What follows belongs to an exercise in optimizing a design on an open flow for a short achievable clock period; a production flow would make more cautious choices.
In this exercise RTL edits were held to simulation tests only and were not proved equivalent to the original.
The flow treats the clock pin as an ideal source, which a real chip does not have.
Power is estimated from default activity; no workload was simulated.

==> module execute_stage, before the edit <==
module execute_stage (
  input  logic                clk,
  input  logic                clr,
  input  logic                e_wreg,
  input  logic                e_m2reg,
  input  logic                e_wmem,
  input  logic                e_sub,
  input  logic                e_slt,
  input  logic                e_logic,
  input  logic [2:0]          e_lop,
  input  mips_pkg::reg_addr_t e_dest,
  input  mips_pkg::word_t     e_a,
  input  mips_pkg::word_t     e_b,
  input  logic [7:0]          e_imm,
  output logic                m_wreg,
  output mips_pkg::reg_addr_t m_dest,
  output logic [31:1]         m_dest_oh,
  output logic [63:0]         m_rd_oh,
  output logic [63:0]         m_wr_oh,
  output logic                m_slt,
  output logic                m_sgn_diff,
  output logic                m_a31,
  output logic                m_t31_0,
  output logic                m_t31_1,
  output logic                m_c8,
  output logic [3:1]          m_gg,
  output logic [3:1]          m_gp,
  output mips_pkg::word_t     m_s0,
  output logic [31:8]         m_s1,
  output mips_pkg::word_t     m_lres,
  output mips_pkg::word_t     m_qb
);
  logic [31:0] add_s0;
  logic [31:0] add_s1;
  logic [31:0] sub_s0;
  logic [31:0] sub_s1;
  logic [3:0]  add_gg;
  logic [3:0]  add_gp;
  logic [3:0]  sub_gg;
  logic [3:0]  sub_gp;
  logic        c2;
  logic        c5;
  logic        lo_g;
  logic        lo_p;
  logic [2:0]  lo_s0;
  logic [2:0]  lo_s1;
  logic [2:0]  hi_s0;
  logic [2:0]  hi_s1;
  logic [7:0]  lo_oh;
  logic [7:0]  hi_oh;
  logic        is_arith;
  logic        do_add;
  logic        do_sub;
  for (genvar k = 0; k < 4; k++) begin : g_byte
    pfx_add8 u_add (.a(e_a[8*k+:8]), .b(e_b[8*k+:8]),  .s0(add_s0[8*k+:8]), .s1(add_s1[8*k+:8]),
                    .gg(add_gg[k]), .gp(add_gp[k]));
    pfx_add8 u_sub (.a(e_a[8*k+:8]), .b(~e_b[8*k+:8]), .s0(sub_s0[8*k+:8]), .s1(sub_s1[8*k+:8]),
                    .gg(sub_gg[k]), .gp(sub_gp[k]));
  end
  assign is_arith = !e_logic && !e_slt && !e_m2reg;
  assign do_add   = is_arith && !e_sub;
  assign do_sub   = is_arith && e_sub;
  assign c2    = (e_a[1] & e_imm[1]) | ((e_a[1] | e_imm[1]) & e_a[0] & e_imm[0]);
  assign lo_s0 = e_a[4:2] + e_imm[4:2];
  assign lo_s1 = e_a[4:2] + e_imm[4:2] + 3'd1;
  assign hi_s0 = e_a[7:5] + e_imm[7:5];
  assign hi_s1 = e_a[7:5] + e_imm[7:5] + 3'd1;
  assign lo_g  = (e_a[4] & e_imm[4]) | ((e_a[4] | e_imm[4]) & (e_a[3] & e_imm[3])) |
                 ((e_a[4] | e_imm[4]) & (e_a[3] | e_imm[3]) & (e_a[2] & e_imm[2]));
  assign lo_p  = (e_a[4] | e_imm[4]) & (e_a[3] | e_imm[3]) & (e_a[2] | e_imm[2]);
  assign c5    = lo_g | (lo_p & c2);
  for (genvar j = 0; j < 8; j++) begin : g_half
    assign lo_oh[j] = c2 ? (lo_s1 == 3'(j)) : (lo_s0 == 3'(j));
    assign hi_oh[j] = c5 ? (hi_s1 == 3'(j)) : (hi_s0 == 3'(j));
  end
  always_ff @(posedge clk or negedge clr) begin
    if (!clr) begin
      m_wreg  <= 1'b0;
      m_wr_oh <= '0;
    end else begin
      m_wreg  <= e_wreg;
      for (int j = 0; j < 64; j++) m_wr_oh[j] <= e_wmem && hi_oh[j/8] && lo_oh[j%8];
    end
  end
  always_ff @(posedge clk) begin
    m_dest     <= e_dest;
    for (int j = 1; j < 32; j++) m_dest_oh[j] <= (e_dest == 5'(j));
    for (int j = 0; j < 64; j++) m_rd_oh[j] <= e_m2reg && hi_oh[j/8] && lo_oh[j%8];
    m_slt      <= e_slt && !e_m2reg;
    m_sgn_diff <= e_a[31] ^ e_b[31];
    m_a31      <= e_a[31];
    m_t31_0    <= sub_s0[31];
    m_t31_1    <= sub_s1[31];
    m_c8       <= e_sub ? (sub_gg[0] | sub_gp[0]) : add_gg[0];
    m_gg       <= e_sub ? sub_gg[3:1] : add_gg[3:1];
    m_gp       <= e_sub ? sub_gp[3:1] : add_gp[3:1];
    m_s0[7:0]  <= ({8{do_add}} & add_s0[7:0]) | ({8{do_sub}} & sub_s1[7:0]);
    m_s0[31:8] <= ({24{do_add}} & add_s0[31:8]) | ({24{do_sub}} & sub_s0[31:8]);
    m_s1       <= ({24{do_add}} & add_s1[31:8]) | ({24{do_sub}} & sub_s1[31:8]);
    m_lres     <= ({32{e_lop[0] && !e_m2reg}} & (e_a & e_b)) |
                  ({32{e_lop[1] && !e_m2reg}} & (e_a | e_b)) |
                  ({32{e_lop[2] && !e_m2reg}} & ~(e_a | e_b));
    m_qb       <= e_b;
  end
endmodule
==> flow/config.mk <==
export PLATFORM = sky130hd
export DESIGN_NAME = mips_pipeline
export DESIGN_NICKNAME = mips_pipeline
export VERILOG_FILES = /design/flow/design.v
export SDC_FILE = /design/flow/constraint.sdc
export NUM_CORES = 4
export LEC_CHECK = 0
export CAP_MARGIN = 20
export CORE_MARGIN = 2
export CORE_UTILIZATION = 45
export SLEW_MARGIN = 20
==> flow/constraint.sdc <==
create_clock -name core_clock -period 5.0 [get_ports {clk}]
set_input_delay 1.0000 -clock core_clock [delete_from_list [all_inputs] [get_ports {clk}]]
set_output_delay 1.0000 -clock core_clock [all_outputs]
set_load 0.01 [all_outputs]
standard.sh (not shown) runs the stock make flow with config.mk's settings and CLKGATE_MAP_FILE= SYNTH_SCRIPT=/design/flow/synth_recipe.tcl, a recipe that flattens the netlist after the stock synthesis.
==> flow/flow/run.sh <==
#!/bin/bash
# Standard ORFS layout with these changes:
# - at clock tree synthesis (see post_cts.tcl) the clock port drives the
#   tree's first level directly instead of through a root buffer, and timing
#   repair after CTS steps its target up in stages;
# - a few slow cells are kept out of synthesis and repair: the single-size
#   a222oi, the 4-high series stacks (or4, nor4, a2111, o2111) and the adder
#   cells, so abc builds those functions from faster gates.
set -euo pipefail
HERE=$(pwd)
PLAT_DU=$(make -s -C $FLOW_HOME DESIGN_CONFIG=$HERE/config.mk WORK_HOME=$HERE/orfs print-DONT_USE_CELLS 2>/dev/null | sed 's/^DONT_USE_CELLS = //')
EXTRA_DU="sky130_fd_sc_hd__a222oi_1 sky130_fd_sc_hd__or4_* sky130_fd_sc_hd__or4b_* sky130_fd_sc_hd__or4bb_*
 sky130_fd_sc_hd__nor4_* sky130_fd_sc_hd__nor4b_* sky130_fd_sc_hd__nor4bb_* sky130_fd_sc_hd__a2111oi_*
 sky130_fd_sc_hd__o2111ai_* sky130_fd_sc_hd__a2111o_* sky130_fd_sc_hd__o2111a_* sky130_fd_sc_hd__ha_*
 sky130_fd_sc_hd__fa_* sky130_fd_sc_hd__fah_*"
DU="$(echo $PLAT_DU $EXTRA_DU)"
echo "DONT_USE_CELLS = $DU" > $HERE/flow_dont_use.log
export POST_CTS_TCL=$HERE/flow/post_cts.tcl
export SETUP_SLACK_MARGIN=${SETUP_SLACK_MARGIN:-2.8}
bash standard.sh POST_CTS_TCL=$POST_CTS_TCL SKIP_CTS_REPAIR_TIMING=1 REMOVE_ABC_BUFFERS=1 \
  SETUP_SLACK_MARGIN=$SETUP_SLACK_MARGIN TNS_END_PERCENT=100 "DONT_USE_CELLS=$DU" finish > $HERE/flow_make.log 2>&1
Other scripts of this flow, unchanged in this note and not shown: flow/flow/post_cts.tcl
Edit:
--- a/flow/design.v
+++ b/flow/design.v
@@ -326,17 +326,11 @@
   logic [3:0]  add_gp;
   logic [3:0]  sub_gg;
   logic [3:0]  sub_gp;
   logic        c2;
-  logic        c5;
-  logic        lo_g;
-  logic        lo_p;
-  logic [2:0]  lo_s0;
-  logic [2:0]  lo_s1;
-  logic [2:0]  hi_s0;
-  logic [2:0]  hi_s1;
-  logic [7:0]  lo_oh;
-  logic [7:0]  hi_oh;
+  logic [1:0]  eq2;
+  logic [1:0]  eq [8][2];
+  logic [63:0] hit;
   logic        is_arith;
   logic        do_add;
   logic        do_sub;
   for (genvar k = 0; k < 4; k++) begin : g_byte
@@ -347,34 +341,37 @@
   end
   assign is_arith = !e_logic && !e_slt && !e_m2reg;
   assign do_add   = is_arith && !e_sub;
   assign do_sub   = is_arith && e_sub;
-  assign c2    = (e_a[1] & e_imm[1]) | ((e_a[1] | e_imm[1]) & e_a[0] & e_imm[0]);
-  assign lo_s0 = e_a[4:2] + e_imm[4:2];
-  assign lo_s1 = e_a[4:2] + e_imm[4:2] + 3'd1;
-  assign hi_s0 = e_a[7:5] + e_imm[7:5];
-  assign hi_s1 = e_a[7:5] + e_imm[7:5] + 3'd1;
-  assign lo_g  = (e_a[4] & e_imm[4]) | ((e_a[4] | e_imm[4]) & (e_a[3] & e_imm[3])) |
-                 ((e_a[4] | e_imm[4]) & (e_a[3] | e_imm[3]) & (e_a[2] & e_imm[2]));
-  assign lo_p  = (e_a[4] | e_imm[4]) & (e_a[3] | e_imm[3]) & (e_a[2] | e_imm[2]);
-  assign c5    = lo_g | (lo_p & c2);
-  for (genvar j = 0; j < 8; j++) begin : g_half
-    assign lo_oh[j] = c2 ? (lo_s1 == 3'(j)) : (lo_s0 == 3'(j));
-    assign hi_oh[j] = c5 ? (hi_s1 == 3'(j)) : (hi_s0 == 3'(j));
+  assign c2 = (e_a[1] & e_imm[1]) | ((e_a[1] | e_imm[1]) & e_a[0] & e_imm[0]);
+  assign eq2[1] = e_a[2] ^ e_imm[2] ^ c2;
+  assign eq2[0] = !eq2[1];
+  for (genvar i = 3; i < 8; i++) begin : g_eq
+    for (genvar kp = 0; kp < 2; kp++) begin : g_kp
+      logic cin;
+      assign cin = kp ? (e_a[i-1] & e_imm[i-1]) : (e_a[i-1] | e_imm[i-1]);
+      assign eq[i][kp][1] = e_a[i] ^ e_imm[i] ^ cin;
+      assign eq[i][kp][0] = !eq[i][kp][1];
+    end
+  end
+  for (genvar j = 0; j < 64; j++) begin : g_hit
+    assign hit[j] = eq2[j%2] && eq[3][j%2][(j/2)%2] && eq[4][(j/2)%2][(j/4)%2] &&
+                    eq[5][(j/4)%2][(j/8)%2] && eq[6][(j/8)%2][(j/16)%2] &&
+                    eq[7][(j/16)%2][(j/32)%2];
   end
   always_ff @(posedge clk or negedge clr) begin
     if (!clr) begin
       m_wreg  <= 1'b0;
       m_wr_oh <= '0;
     end else begin
       m_wreg  <= e_wreg;
-      for (int j = 0; j < 64; j++) m_wr_oh[j] <= e_wmem && hi_oh[j/8] && lo_oh[j%8];
+      m_wr_oh <= {64{e_wmem}} & hit;
     end
   end
   always_ff @(posedge clk) begin
     m_dest     <= e_dest;
     for (int j = 1; j < 32; j++) m_dest_oh[j] <= (e_dest == 5'(j));
-    for (int j = 0; j < 64; j++) m_rd_oh[j] <= e_m2reg && hi_oh[j/8] && lo_oh[j%8];
+    m_rd_oh <= {64{e_m2reg}} & hit;
     m_slt      <= e_slt && !e_m2reg;
     m_sgn_diff <= e_a[31] ^ e_b[31];
     m_a31      <= e_a[31];
     m_t31_0    <= sub_s0[31];
=> Worst setup slack is better by 0.029 ns; synthesized cell count rose by 0.39%; worst hold slack is better by 0.11 ns; non-clock buffer count fell by 220; global-route usage fell by 0.37 points; design area fell by 1.3%; power fell by 0.67%; utilization fell by 0.70 points; sequential power stays flat.

-- static timing again, ports no longer ideal --
The flow's constraints put no driver on any port. The routed layouts listed below were extracted and timed again, unchanged, in two steps. Step 1 assumes that a clkbuf_16 drives the clock port and a buf_2 every other input. Step 2 adds t to the input delays and takes it off the output delays; t is the mean of the earliest and latest rising clock arrival at the registers after step 1. Input paths then give back, and output paths get back, about the clock's delay inside the block. Slacks: no drivers / after step 1 / after step 2; pairs: no drivers / after step 1.
run | shift t [ns] | setup slack, ns | worst hold slack (ns) | worst setup path at the end | worst register clock-pin slew, ns
the first run | 1.035 | 2.462 / 2.390 / 1.714 | 0.077 / -0.074 / 0.332 | input to register | 0.07 / 0.07
the second run | 1.071 | 2.491 / 2.253 / 1.309 | 0.184 / 0.002 / 0.332 | input to register | 0.07 / 0.07
After both steps setup and hold are still met in every run listed. The setup slack of the second run, which loses most, moves by -0.238 ns with the drivers and by -1.182 ns with both steps.
